Context: an optimization exercise on an open-source flow, tuned for small area, a short achievable clock period and few clock cycles per item. The choices shown serve that exercise and are no tape-out recipe. Only simulation tests tie the RTL to the original design; equivalence was not proved.

== run 1 ==
==> flow/design.v (excerpt) <==
module ex_muldiv
(
    input  logic            clk,
    input  logic            rst,
    input  logic [4:0]      ALUop_i,
    input  logic            signed_i,
    input  logic [ex_muldiv_pkg::XLEN-1:0] oprand1_i,
    input  logic [ex_muldiv_pkg::XLEN-1:0] oprand2_i,
    input  logic            flush_i,
    output logic            pauseRequest_o,
    output logic            valid_o,
    output logic [1:0]      writeHILO_o,
    output logic [ex_muldiv_pkg::XLEN-1:0] HI_o,
    output logic [ex_muldiv_pkg::XLEN-1:0] LO_o
);
Size in the first run: ~3200 cells after synthesis, ~140 flip-flops, about 140 I/O pins, roughly 0.025 sq mm of cells after synthesis.
==> flow/config.mk <==
export PLATFORM = sky130hd
export DESIGN_NAME = ex_muldiv
export DESIGN_NICKNAME = ex_muldiv
export VERILOG_FILES = /design/flow/design.v
export SDC_FILE = /design/flow/constraint.sdc
export NUM_CORES = 4
export LEC_CHECK = 0
export CAP_MARGIN = 20
export CORE_MARGIN = 2
export CORE_UTILIZATION = 40
export SLEW_MARGIN = 20
==> flow/constraint.sdc <==
create_clock -name core_clock -period 12.0 [get_ports {clk}]
set_input_delay 2.4000 -clock core_clock [delete_from_list [all_inputs] [get_ports {clk}]]
set_output_delay 2.4000 -clock core_clock [all_outputs]
set_load 0.01 [all_outputs]
standard.sh (not shown) runs the stock make flow with config.mk's settings and CLKGATE_MAP_FILE= SYNTH_SCRIPT=/design/flow/synth_recipe.tcl, a recipe that flattens the netlist after the stock synthesis.
==> flow/flow/run.sh <==
#!/bin/bash
set -euo pipefail
bash standard.sh BUFFER_PORTS_ARGS="-buffer_cell sky130_fd_sc_hd__buf_1" SETUP_SLACK_MARGIN=5.75 finish > standard_flow.log 2>&1
Run 1 went all the way through the flow, and no timing, DRC or antenna check failed.
Testbench counts of run 1, summed over its fixed seeds: cycles 14,207, ops 3,200.
> inputs changed (run 1 -> run 2)
- ABC_AREA: unset -> 1
- CORE_UTILIZATION: 40 -> 47
==> flow/flow/run.sh <==
#!/bin/bash
set -euo pipefail
bash standard.sh BUFFER_PORTS_ARGS="-buffer_cell sky130_fd_sc_hd__buf_1" SETUP_SLACK_MARGIN=6 finish > standard_flow.log 2>&1
- Higher register-to-register slack among run 1 and run 2: run 2
- Taking run 1 as 1.0, run 2 lands at 1.12 on detailed-routed wire length on met2.
- Taking run 1 as the reference, in run 2 number of clock buffers in the layout higher; count of placed standard cells in the final layout, fillers left out grew by 15%; sequential share of layout area roughly the same.
Edits applied to the flow inputs when going from run 2 to run 3:
- swapping 47 for 40 in CORE_UTILIZATION
- clearing ABC_AREA, which used to be 1
Notes after the runs:
Run 3 completed every stage of the flow, and the final layout passed the timing, design-rule and antenna checks. Run 2 reached the end of the flow, and the finished layout is clean on the timing, design-rule and antenna checks. Compared to run 2, run 3 has number of cells after detailed placement 597 lower. Summary of run 3 over run 2: fraction of area in clock buffers and inverters decreased 0.23 points; fraction of met3 tracks used by global routing lost 2.5 points; worst setup slack increased 56 ps. Taking run 2 as 1.0, run 3 lands at 1.08 on vertical die dimension. Routed length on met1 (run 3 vs. run 2) decreases by a few percent. Between run 3 and run 2, the difference in sequential area share after synthesis is negligible. Compared to run 2, the router laid down less metal wire for run 3.
Edits applied to the flow inputs when going from run 3 to run 4:
- ABC_AREA newly set to 1
==> flow/flow/run.sh <==
#!/bin/bash
set -euo pipefail
bash standard.sh BUFFER_PORTS_ARGS="-buffer_cell sky130_fd_sc_hd__buf_1" SETUP_SLACK_MARGIN=6.25 finish > standard_flow.log 2>&1
Results
Run 4 | status: complete | timing, DRC, antenna: pass. Number of hold buffers added after CTS: run 3 vs run 4 — no meaningful difference. Diff run 3..run 4 | width of the die | negligible. For wire length of the first global-routing pass, dividing the value from run 4 by the value from run 3 gives 1.07. Synthesized net count, run 4 and run 3: higher on run 4. Taking run 3 as the reference, in run 4 critical path depth went down by 10; growth of design area from synthesis to finish went down by 0.51 points.

* * *

== nickel ==
ex_muldiv, a different RTL version from the one above (not shown whole).
Size: ~3300 cells after synthesis, roughly 0.026 mm2 of cells after synthesis.
export LEC_CHECK = 0
export CAP_MARGIN = 20
export CORE_MARGIN = 2
export CORE_UTILIZATION = 40
export SLEW_MARGIN = 20
create_clock -name core_clock -period 12.0 [get_ports {clk}]
==> flow/flow/run.sh <==
#!/bin/bash
set -euo pipefail
bash standard.sh BUFFER_PORTS_ARGS="-buffer_cell sky130_fd_sc_hd__buf_1" SETUP_SLACK_MARGIN=5.5 finish > standard_flow.log 2>&1
nickel: PASS, flow complete, no timing, DRC or antenna violations
Testbench counts of nickel, summed over its fixed seeds: cycles 14,207, ops 3,200.
> inputs changed (nickel -> ember)
==> flow/flow/run.sh <==
#!/bin/bash
set -euo pipefail
bash standard.sh BUFFER_PORTS_ARGS="-buffer_cell sky130_fd_sc_hd__buf_1" SETUP_SLACK_MARGIN=6.5 finish > standard_flow.log 2>&1
### Flow results
- On shortest clock period the worst path allows after layout: ember sits below nickel.
- Going from nickel to ember, critical path depth grows by 17.
- Setup WNS nickel -> ember: better
The following lists how garnet was set up differently from ember:
Settings: setting SETUP_SLACK_MARGIN to 5 for the first time.
==> flow/run.sh (new file) <==
#!/bin/bash
# synth_recipe.tcl (not shown) runs the flow's synth.tcl, then flattens the netlist and writes it again
# the make line also repeats each setting of config.mk as NAME=value (left out here)
make -C /OpenROAD-flow-scripts/flow DESIGN_CONFIG=/design/flow/config.mk WORK_HOME=/design/flow/orfs CLKGATE_MAP_FILE= SYNTH_SCRIPT=/design/flow/synth_recipe.tcl finish
removed: flow/flow/run.sh
removed: flow/standard.sh
Findings:
garnet finished every step from synthesis to the final layout, and the layout passed the timing, design-rule and antenna checks. Against ember, garnet reports a critical path depth that is lower. Smallest setup slack after layout (higher): ember. Largest fanout on the critical path: garnet vs ember down 18. Going from ember to garnet, global routing usage on met2 decreased by 1.3 points relative to the old numbers, final design area excluding fillers has decreased, sequential share of cell area went up by 0.35 points, number of violations reported at the end of detailed-routing iteration 0 moved down. Lower first-pass GRT wire length was reported by garnet, not ember.
--- input diff garnet..lagoon ---
Settings: clearing SETUP_SLACK_MARGIN, which used to be 5.
==> flow/flow/run.sh (new file) <==
#!/bin/bash
set -euo pipefail
bash standard.sh BUFFER_PORTS_ARGS="-buffer_cell sky130_fd_sc_hd__buf_1" SETUP_SLACK_MARGIN=7 finish > standard_flow.log 2>&1
==> flow/standard.sh (new file) <==
#!/bin/bash
# synth_recipe.tcl (not shown) runs the flow's synth.tcl, then flattens the netlist and writes it again
# the make line also repeats each setting of config.mk as NAME=value (left out here)
make -C /OpenROAD-flow-scripts/flow DESIGN_CONFIG=/design/flow/config.mk WORK_HOME=/design/flow/orfs CLKGATE_MAP_FILE= SYNTH_SCRIPT=/design/flow/synth_recipe.tcl "${@:-finish}"
removed: flow/run.sh
[summary]
lagoon ended with every stage complete and zero timing, DRC or antenna violations. Re fraction of area in clock buffers and inverters: lagoon is 0.19 points down on garnet. lagoon ended with more wire length of the first global-routing pass than garnet. The final reports for lagoon and garnet show placement-stage worst setup slack higher in the former. Between lagoon and garnet, area growth from synthesis to final layout is higher for lagoon, garnet comes in under that. Looking at detailed-router iteration count before antenna repair across lagoon and garnet, the one that comes out lower is lagoon. Against garnet as the reference, lagoon delivers a higher multi-input gate area in the final layout. Final cell count of lagoon exceeds that of garnet by a few percent. Post-route cell area: lagoon worse than garnet. On clock insertion delay at the later pin of the skew report, lagoon tracks garnet almost exactly.

-- static timing again, ports no longer ideal --
Ports are ideal in the flow. The routed layouts listed here were re-timed in OpenROAD.
Step 1, drivers: a clkbuf_16 drives clk and a buf_2 each remaining input, both assumed.
Step 2 adds t to the input delays and takes it off the output delays; t is the mean of the earliest and latest rising clock arrival at the registers after step 1. Input paths then give back, and output paths get back, about the clock's delay inside the block.
a / b / c = ideal ports / drivers / drivers and shift; a / b = the first two.
run | t (ns) | setup WS [ns] | clock arrival spread, ns
run 1 | 0.548 | 5.899 / 5.899 / 5.435 | 0.023 / 0.023
run 2 | 0.562 | 5.976 / 5.913 / 5.775 | 0.017 / 0.017
run 3 | 0.554 | 6.032 / 6.032 / 5.680 | 0.014 / 0.015
run 4 | 0.562 | 6.041 / 5.976 / 5.948 | 0.018 / 0.018
nickel | 0.558 | 5.615 / 5.647 / 5.089 | 0.025 / 0.024
ember | 0.546 | 6.013 / 6.013 / 6.013 | 0.014 / 0.014
garnet | 0.545 | 5.206 / 5.223 / 4.687 | 0.017 / 0.018
lagoon | 0.546 | 5.967 / 5.967 / 5.967 | 0.018 / 0.019
After both steps every run listed still meets setup and hold. For nickel, which loses most, drivers alone change the setup slack by +0.032 ns; drivers and shift together by -0.526 ns.
